Source: an optimization exercise on an open RTL-to-GDS flow (aim: small area). Production flows keep margins and buffers that such runs may drop. In this exercise RTL edits were held to simulation tests only and were not proved equivalent to the original. No activity file was given, so power comes from the tool's default toggle rates.

## flow/constraint.sdc

```tcl
create_clock -name core_clock -period 10.0 [get_ports {PCLK}]
set_input_delay 2.0000 -clock core_clock [delete_from_list [all_inputs] [get_ports {PCLK}]]
set_output_delay 2.0000 -clock core_clock [all_outputs]
set_load 0.01 [all_outputs]
```

## flow/config.mk

```make
export PLATFORM = sky130hd
export DESIGN_NAME = gpio_32_top
export DESIGN_NICKNAME = gpio_32_top
export VERILOG_FILES = /design/flow/design.v
export SDC_FILE = /design/flow/constraint.sdc
export NUM_CORES = 4
export LEC_CHECK = 0
export CAP_MARGIN = 20
export CORE_MARGIN = 2
export CORE_UTILIZATION = 40
export SLEW_MARGIN = 20
```

## flow/run.sh

```bash
#!/bin/bash
# synth_recipe.tcl (not shown) runs the flow's synth.tcl, then flattens the netlist and writes it again
# the make line also repeats each setting of config.mk as NAME=value (left out here)
make -C /OpenROAD-flow-scripts/flow DESIGN_CONFIG=/design/flow/config.mk WORK_HOME=/design/flow/orfs CLKGATE_MAP_FILE= SYNTH_SCRIPT=/design/flow/synth_recipe.tcl finish
```

## flow/design.v

```verilog
package gpio_32_pkg;
  localparam int NUM_GPIO = 32;
  localparam int DB_CNT_W = 16;
  localparam logic [7:0] ADDR_GPIO_DIR     = 8'h00;
  localparam logic [7:0] ADDR_GPIO_OUT     = 8'h04;
  localparam logic [7:0] ADDR_GPIO_IN      = 8'h08;
  localparam logic [7:0] ADDR_INT_MASK     = 8'h0C;
  localparam logic [7:0] ADDR_INT_STATUS   = 8'h10;
  localparam logic [7:0] ADDR_INT_TYPE     = 8'h14;
  localparam logic [7:0] ADDR_INT_POLARITY = 8'h18;
  localparam logic [7:0] ADDR_DEBOUNCE_CFG = 8'h1C;
  function automatic logic addr_in_range(input logic [2:0] addr_hi);
    addr_in_range = (addr_hi == 3'b000);
  endfunction
endpackage
module gpio_debounce
(
  input  logic                PCLK,
  input  logic                PRESETn,
  input  logic                pin_raw,
  input  logic [gpio_32_pkg::DB_CNT_W-1:0] db_thresh,
  output logic                pin_stb
);
  logic                meta_r;
  logic                sync_r;
  logic                stb_r;
  logic [gpio_32_pkg::DB_CNT_W-1:0] cnt_r;
  logic                thresh_hit_s;
  always_comb begin
    thresh_hit_s = 1'b0;
    if (db_thresh == {gpio_32_pkg::DB_CNT_W{1'b0}}) begin
      thresh_hit_s = 1'b1;
    end else begin
      thresh_hit_s = (cnt_r >= (db_thresh - {{(gpio_32_pkg::DB_CNT_W-1){1'b0}}, 1'b1}));
    end
  end
  always_ff @(posedge PCLK) begin
    if (PRESETn) begin
      meta_r <= 1'b0;
      sync_r <= 1'b0;
      stb_r  <= 1'b0;
      cnt_r  <= {gpio_32_pkg::DB_CNT_W{1'b0}};
    end else begin
      meta_r <= pin_raw;
      sync_r <= meta_r;
      if (sync_r == stb_r) begin
        cnt_r <= {gpio_32_pkg::DB_CNT_W{1'b0}};
      end else if (thresh_hit_s) begin
        stb_r <= sync_r;
        cnt_r <= {gpio_32_pkg::DB_CNT_W{1'b0}};
      end else begin
        cnt_r <= cnt_r + {{(gpio_32_pkg::DB_CNT_W-1){1'b0}}, 1'b1};
      end
    end
  end
  assign pin_stb = stb_r;
endmodule
module gpio_32_top
(
  input  logic                PCLK,
  input  logic                PRESETn,
  input  logic                PSEL,
  input  logic                PENABLE,
  input  logic                PWRITE,
  input  logic [7:0]          PADDR,
  input  logic [31:0]         PWDATA,
  output logic [31:0]         PRDATA,
  output logic                PREADY,
  output logic                PSLVERR,
  input  logic [gpio_32_pkg::NUM_GPIO-1:0] gpio_in_raw,
  output logic [gpio_32_pkg::NUM_GPIO-1:0] gpio_out,
  output logic [gpio_32_pkg::NUM_GPIO-1:0] gpio_oe,
  output logic                gpio_irq
);
  logic [31:0]         dir_r;
  logic [31:0]         out_r;
  logic [31:0]         mask_r;
  logic [31:0]         status_r;
  logic [31:0]         type_r;
  logic [31:0]         pol_r;
  logic [31:0]         prev_r;
  logic [gpio_32_pkg::DB_CNT_W-1:0] db_cfg_r;
  logic [31:0]         stb_s;
  logic [31:0]         edge_evt_s;
  logic [31:0]         level_evt_s;
  logic [31:0]         evt_s;
  logic [31:0]         clr_s;
  logic [31:0]         prdata_s;
  logic [7:0]          addr_s;
  logic                in_range_s;
  logic                wr_en_s;
  logic                unused_addr_s;
  assign addr_s        = {PADDR[7:2], 2'b00};
  assign unused_addr_s = ^PADDR[1:0];
  assign in_range_s    = (PADDR[7:5] == 3'b000);
  assign wr_en_s       = PSEL & PENABLE & PWRITE & in_range_s;
  for (genvar g = 0; g < gpio_32_pkg::NUM_GPIO; g++) begin : g_db
    gpio_debounce u_db (
      .PCLK      (PCLK),
      .PRESETn   (PRESETn),
      .pin_raw   (gpio_in_raw[g]),
      .db_thresh (db_cfg_r),
      .pin_stb   (stb_s[g])
    );
  end
  assign edge_evt_s  = (pol_r & stb_s & ~prev_r) | (~pol_r & ~stb_s & prev_r);
  assign level_evt_s = ~(stb_s ^ pol_r);
  assign evt_s       = (type_r & edge_evt_s) | (~type_r & level_evt_s);
  always_comb begin
    clr_s = 32'h0000_0000;
    if (wr_en_s && (addr_s == gpio_32_pkg::ADDR_INT_STATUS)) begin
      clr_s = PWDATA;
    end else begin
      clr_s = 32'h0000_0000;
    end
  end
  always_ff @(posedge PCLK) begin
    if (PRESETn) begin
      dir_r    <= 32'h0000_0000;
      out_r    <= 32'h0000_0000;
      mask_r   <= 32'h0000_0000;
      type_r   <= 32'h0000_0000;
      pol_r    <= 32'h0000_0000;
      db_cfg_r <= {gpio_32_pkg::DB_CNT_W{1'b0}};
    end else if (wr_en_s) begin
      case (addr_s)
        gpio_32_pkg::ADDR_GPIO_DIR:     dir_r    <= PWDATA;
        gpio_32_pkg::ADDR_GPIO_OUT:     out_r    <= PWDATA;
        gpio_32_pkg::ADDR_INT_MASK:     mask_r   <= PWDATA;
        gpio_32_pkg::ADDR_INT_TYPE:     type_r   <= PWDATA;
        gpio_32_pkg::ADDR_INT_POLARITY: pol_r    <= PWDATA;
        gpio_32_pkg::ADDR_DEBOUNCE_CFG: db_cfg_r <= PWDATA[gpio_32_pkg::DB_CNT_W-1:0];
        default:           ;
      endcase
    end
  end
  always_ff @(posedge PCLK) begin
    if (PRESETn) begin
      status_r <= 32'h0000_0000;
      prev_r   <= 32'h0000_0000;
    end else begin
      status_r <= (status_r & ~clr_s) | evt_s;
      prev_r   <= stb_s;
    end
  end
  always_comb begin
    prdata_s = 32'h0000_0000;
    if (PSEL && !PWRITE && in_range_s) begin
      case (addr_s)
        gpio_32_pkg::ADDR_GPIO_DIR:     prdata_s = dir_r;
        gpio_32_pkg::ADDR_GPIO_OUT:     prdata_s = out_r;
        gpio_32_pkg::ADDR_GPIO_IN:      prdata_s = stb_s;
        gpio_32_pkg::ADDR_INT_MASK:     prdata_s = mask_r;
        gpio_32_pkg::ADDR_INT_STATUS:   prdata_s = status_r;
        gpio_32_pkg::ADDR_INT_TYPE:     prdata_s = type_r;
        gpio_32_pkg::ADDR_INT_POLARITY: prdata_s = pol_r;
        gpio_32_pkg::ADDR_DEBOUNCE_CFG: prdata_s = {16'h0000, db_cfg_r};
        default:           prdata_s = 32'h0000_0000;
      endcase
    end else begin
      prdata_s = 32'h0000_0000;
    end
  end
  assign PRDATA   = prdata_s;
  assign PREADY   = 1'b1;
  assign PSLVERR  = PSEL & PENABLE & ~in_range_s;
  assign gpio_out = out_r;
  assign gpio_oe  = dir_r;
  assign gpio_irq = |(status_r & mask_r);
endmodule
```

==> run summary <==
## stage by stage
step	utilization (%)	area (um2)	total power [uW]	hold WS (ns)
global placement	42.9	50400	3690	0.422
detailed placement	42.9	50500	3700	0.431
floorplan	-	47200	3580	0.414
global route	45.8	53900	7590	0.456
CTS	45.8	53900	7450	0.446
finish	45.8	53900	7380	0.441
## power breakdown
part | switching [uW] | internal (uW)
registers | 28.6 | 3410
clock network | 1500 | 2250
logic | 122 | 68.6
## state kept, by name, indices dropped and copies added (netlist names)
signal            flops
out_r                32
status_r             32
dir_r                32
g_db.u_db.stb_r      32
g_db.u_db.cnt_r     512
g_db.u_db.meta_r     32
pol_r                32
prev_r               32
g_db.u_db.sync_r     32
db_cfg_r             16
mask_r               32
type_r               32
## how the worst max path moves through the flow
stage,slack [ns],start,cells after the start,to
finish,1.86,PADDR[5],8,PRDATA[8]
global route,1.87,PADDR[5],8,PRDATA[2]
CTS,2.09,PADDR[5],8,PRDATA[8]
detailed placement,2.11,PADDR[5],8,PRDATA[8]
global placement,2.05,PADDR[5],8,PRDATA[8]
floorplan,4.06,PADDR[5],7,PRDATA[15]
## synthesized netlist by cell type, drive strengths merged (23+ instances only)
master	n	area share, %
dfxtp	848	36
nor2	738	6.0
nand2	590	4.7
ha	577	15
a21oi	309	3.3
xor2	301	5.6
nand3	243	2.6
inv	192	1.5
xnor2	191	3.5
o21ai	155	1.6
clkbuf	141	1.1
nand4	120	1.6
and3	104	1.4
a22oi	98	1.6
nor2b	97	1.3
nor3	89	0.94
o211ai	82	1.3
a2111oi	76	1.6
buf	66	0.95
a221oi	53	0.98
nor3b	43	0.68
nand2b	38	0.50
and4	34	0.63
a211o	30	0.56
a41oi	26	0.50
or3	26	0.34
mux2	23	0.55
## placed cells by master, fill, tap and decap left out, types with 43 or more instances in the layout
cell type / synthesis / final
nand2_1: 589 / 586
nand3_1: 243 / 241
nor2b_1: 97 / 97
a21oi_1: 309 / 308
buf_4: 31 / 48
clkbuf_16: 0 / 99
nand4_1: 119 / 119
a221oi_1: 53 / 53
xor2_1: 301 / 299
a22oi_1: 98 / 98
o21ai_0: 153 / 153
and3_1: 104 / 101
nor3b_1: 43 / 43
xnor2_1: 191 / 180
clkdlybuf4s50_1: 0 / 171
inv_1: 192 / 191
dfxtp_1: 848 / 848
nor2_1: 728 / 723
nor3_1: 89 / 88
o211ai_1: 82 / 82
a2111oi_0: 64 / 64
ha_1: 577 / 576
## cell families after synthesis
family,count (synthesis)
AND/OR/NAND/NOR,2184
AO/OA/AOI/OAI,960
flip-flops,848
adder cells (fa/ha/maj),577
XOR/XNOR,492
buffers and inverters,399
multiplexers,29
other,1
## cell type report
class / instances / share of cell area [%]
well taps: 1536 / 3.57
diodes: 2 / 0.00929
inverters: 192 / 1.34
repair buffers: 222 / 3.95
flip-flops and latches: 848 / 31.5
clock inverters: 29 / 0.739
clock buffers: 148 / 5.52
multi-input cells: 4243 / 53.4
## worst register-to-register path, delay by kind of cell (launching register included)
family / cells / cell delay, ns
AOI/OAI and AO/OA: 4 / 0.87
xor gates and xnor gates: 1 / 0.16
adders and majority gates: 1 / 0.39
buffers and inverters: 1 / 0.52
DFF: 1 / 0.41
and+or+nand+nor: 7 / 2.75
## layer usage
| metal | routed length (um) | vias to the layer above |
|---|---|---|
| met1 | 66900 | 19100 |
| met5 | 37 | - |
| li1 | - | 19600 |
| met4 | 5400 | 6 |
| met2 | 64700 | 1292 |
| met3 | 11000 | 271 |
==> summary.txt <==
STA
  – Final setup violation count: 0
  – Final period utilization: 81.4%
  – FMAX: 0.123 GHz
  – Min Tclk post-route: 8.14 ns
  – RSZ-0062 raised after global routing: false
  – Slew HR: 22.8%
  – Final setup margin: 1.86 ns
  – Hold Fails Final Rpt: 0
  – Worst-Margin Slew: 1.16 ns
  – Fin Setup TNS: 0 ns
  – Skew final: 0.0323 ns
  – Final Max Slew Viols: 0

Global routing
  – Overflow after GRT: 0
  – Largest net degree at the start of global routing: 109
  – Gr busiest metal: met2
  – Met2 usage: 38.0%
  – GRT Total Usage: 24.0%
  – M1 GR Usage: 33.0%
  – Number of global-route vias before repair: 37.9k
  – M3 GR Usage: 3.67%
  – Initial antenna violation count: 9
  – First-pass GRT wire length: 227 mm

Yosys
  – Post-synthesis compound-gate area fraction: 13.6%
  – Number of synthesized flops with an enable pin: 0
  – Yosys cell types: 71
  – Syn Inst Count: 5490
  – Largest family of logic cells by synthesized area: simple AND/OR/NAND/NOR gates
  – Synth Area in Simple Gates: 21.7%
  – Post-Synth XOR/XNOR Area: 9.13%
  – Sequential fraction of the synthesis area: 36.0%
  – Syn Area/Cell: 8.60 um2
  – Adder-cell area share of the yosys netlist: 15.3%
  – Mapped Nets: 6144
  – Main flop type after synthesis: dfxtp_1
  – Mux contribution to synthesized area: 0.676%
  – Syn. warnings: 2
  – Async set or reset register ratio after synthesis: 0%
  – Synth Register Bits: 848
  – Synth Cell Area: 47200 um2

Placed design
  – Post-DP HPWL: 100 mm
  – Pre-CTS WS: 2.11 ns
  – RD Place Congestion: 0.896
  – Placed Instances: 7041
  – IO buf count: 172

Detailed routing
  – Vias: 40.3k
  – Routed WL: 148 mm
  – TritonRoute pass-1 iters: 6
  – WL/cell: 20.5 um
  – Via/cell ratio: 5.58
  – Iter 0 DRT Violations: 3281
  – Routed Antenna Nets: 0
  – DRC: 0

Hold path
  – Worst Hold Path EP: g_db[29].u_db.sync_r
  – Cells on Worst Hold Path: 1
  – HP Start: g_db[29].u_db.meta_r
  – Worst hold path class: reg -> reg

Clocking
  – # resized after CTS: 0
  – CTS clock-pin slew for the worst setup and hold paths: 0.06 ns
  – Num CTS Buffers: 97
  – Root Buffer: clkbuf_16
  – Clock Sinks: 848
  – Setup Fix Bufs, Post-CTS: 0
  – H-tree depth: 3
  – TritonCTS clock tree: built
  – Worst-Skew Late Latency: 0.68 ns
  – Clock Path Buffers: 3
  – Hold_buf cts: 0

Setup path
  – Critical-path top delay cell: nor2_4
  – CP startpoint kind: primary input
  – CP required: 8.00 ns
  – WP buf/inv: 3
  – CP Capture Type: primary output
  – Kind of cell adding the most delay to the critical path: simple AND/OR/NAND/NOR gates
  – Crit-path cells: clkdlybuf4s50_1 > nor3_1 > buf_4 > nand2_1 > nor2_4 > a22oi_1 > a41oi_1 > clkdlybuf4s50_1
  – Critical path type: in -> out
  – R2R cell count: 14
  – Crit-path max FO: 23
  – Crit-path most repeated cell: clkdlybuf4s50_1
  – R2R Path End: g_db[18].u_db.cnt_r[8]
  – FF-to-FF setup slack: 4.79 ns
  – Reg2reg start: db_cfg_r[2]
  – WP data arrival: 6.14 ns
  – Delay of the slowest cell on the worst path: 1.02 ns

Die
  – IO Pins: 176
  – Chip width: 348 um
  – FP Rows: 126
  – CORE AREA: 118000 um2
  – Die Y: 348 um
  – Initial Utilization: 40.2%
  – Die ar.: 121000 um2

Power and ir drop
  – Leakage: 0.0206 uW
  – PD cells: 137 nW/um2
  – Worst ir drop on vdd: 0.000151 V

Status
  – Status: complete, no violations

Layout
  – Finished Layout Cells: 7220
  – Area grow syn2layout: 14.1%
  – Reg area: 17000 um2
  – Layout cells sized above 1: 5.56%
  – Multi-input logic area: 28700 um2
  – Filler cell count in the final layout: 11.5k
  – Final nets: 6258

Job
  – Max cap viols: 0

[port drivers added, routing unchanged]
Ports are ideal in the flow. The routed layout listed here was re-timed in OpenROAD.
Step 1 assumes that a clkbuf_16 drives the clock port and a buf_2 every other input.
Step 2 times the ports against the registers' clock, not the clock port: input delays grow and output delays shrink by t, the midpoint of the rising clock arrivals with the driver on.
Slacks: ideal ports / drivers / drivers and shift; pairs: ideal ports / drivers.
shift t [ns]: 0.742
setup slack, ns: 1.855 / 1.833 / 1.833
hold WS [ns]: 0.441 / 0.441 / 0.441
worst setup path after step 2: input to output
worst data-port slew with drivers (ns): 0.12
After both steps setup and hold are still met in this run. For this run, drivers alone change the setup slack by -0.022 ns; drivers and shift together by -0.022 ns.
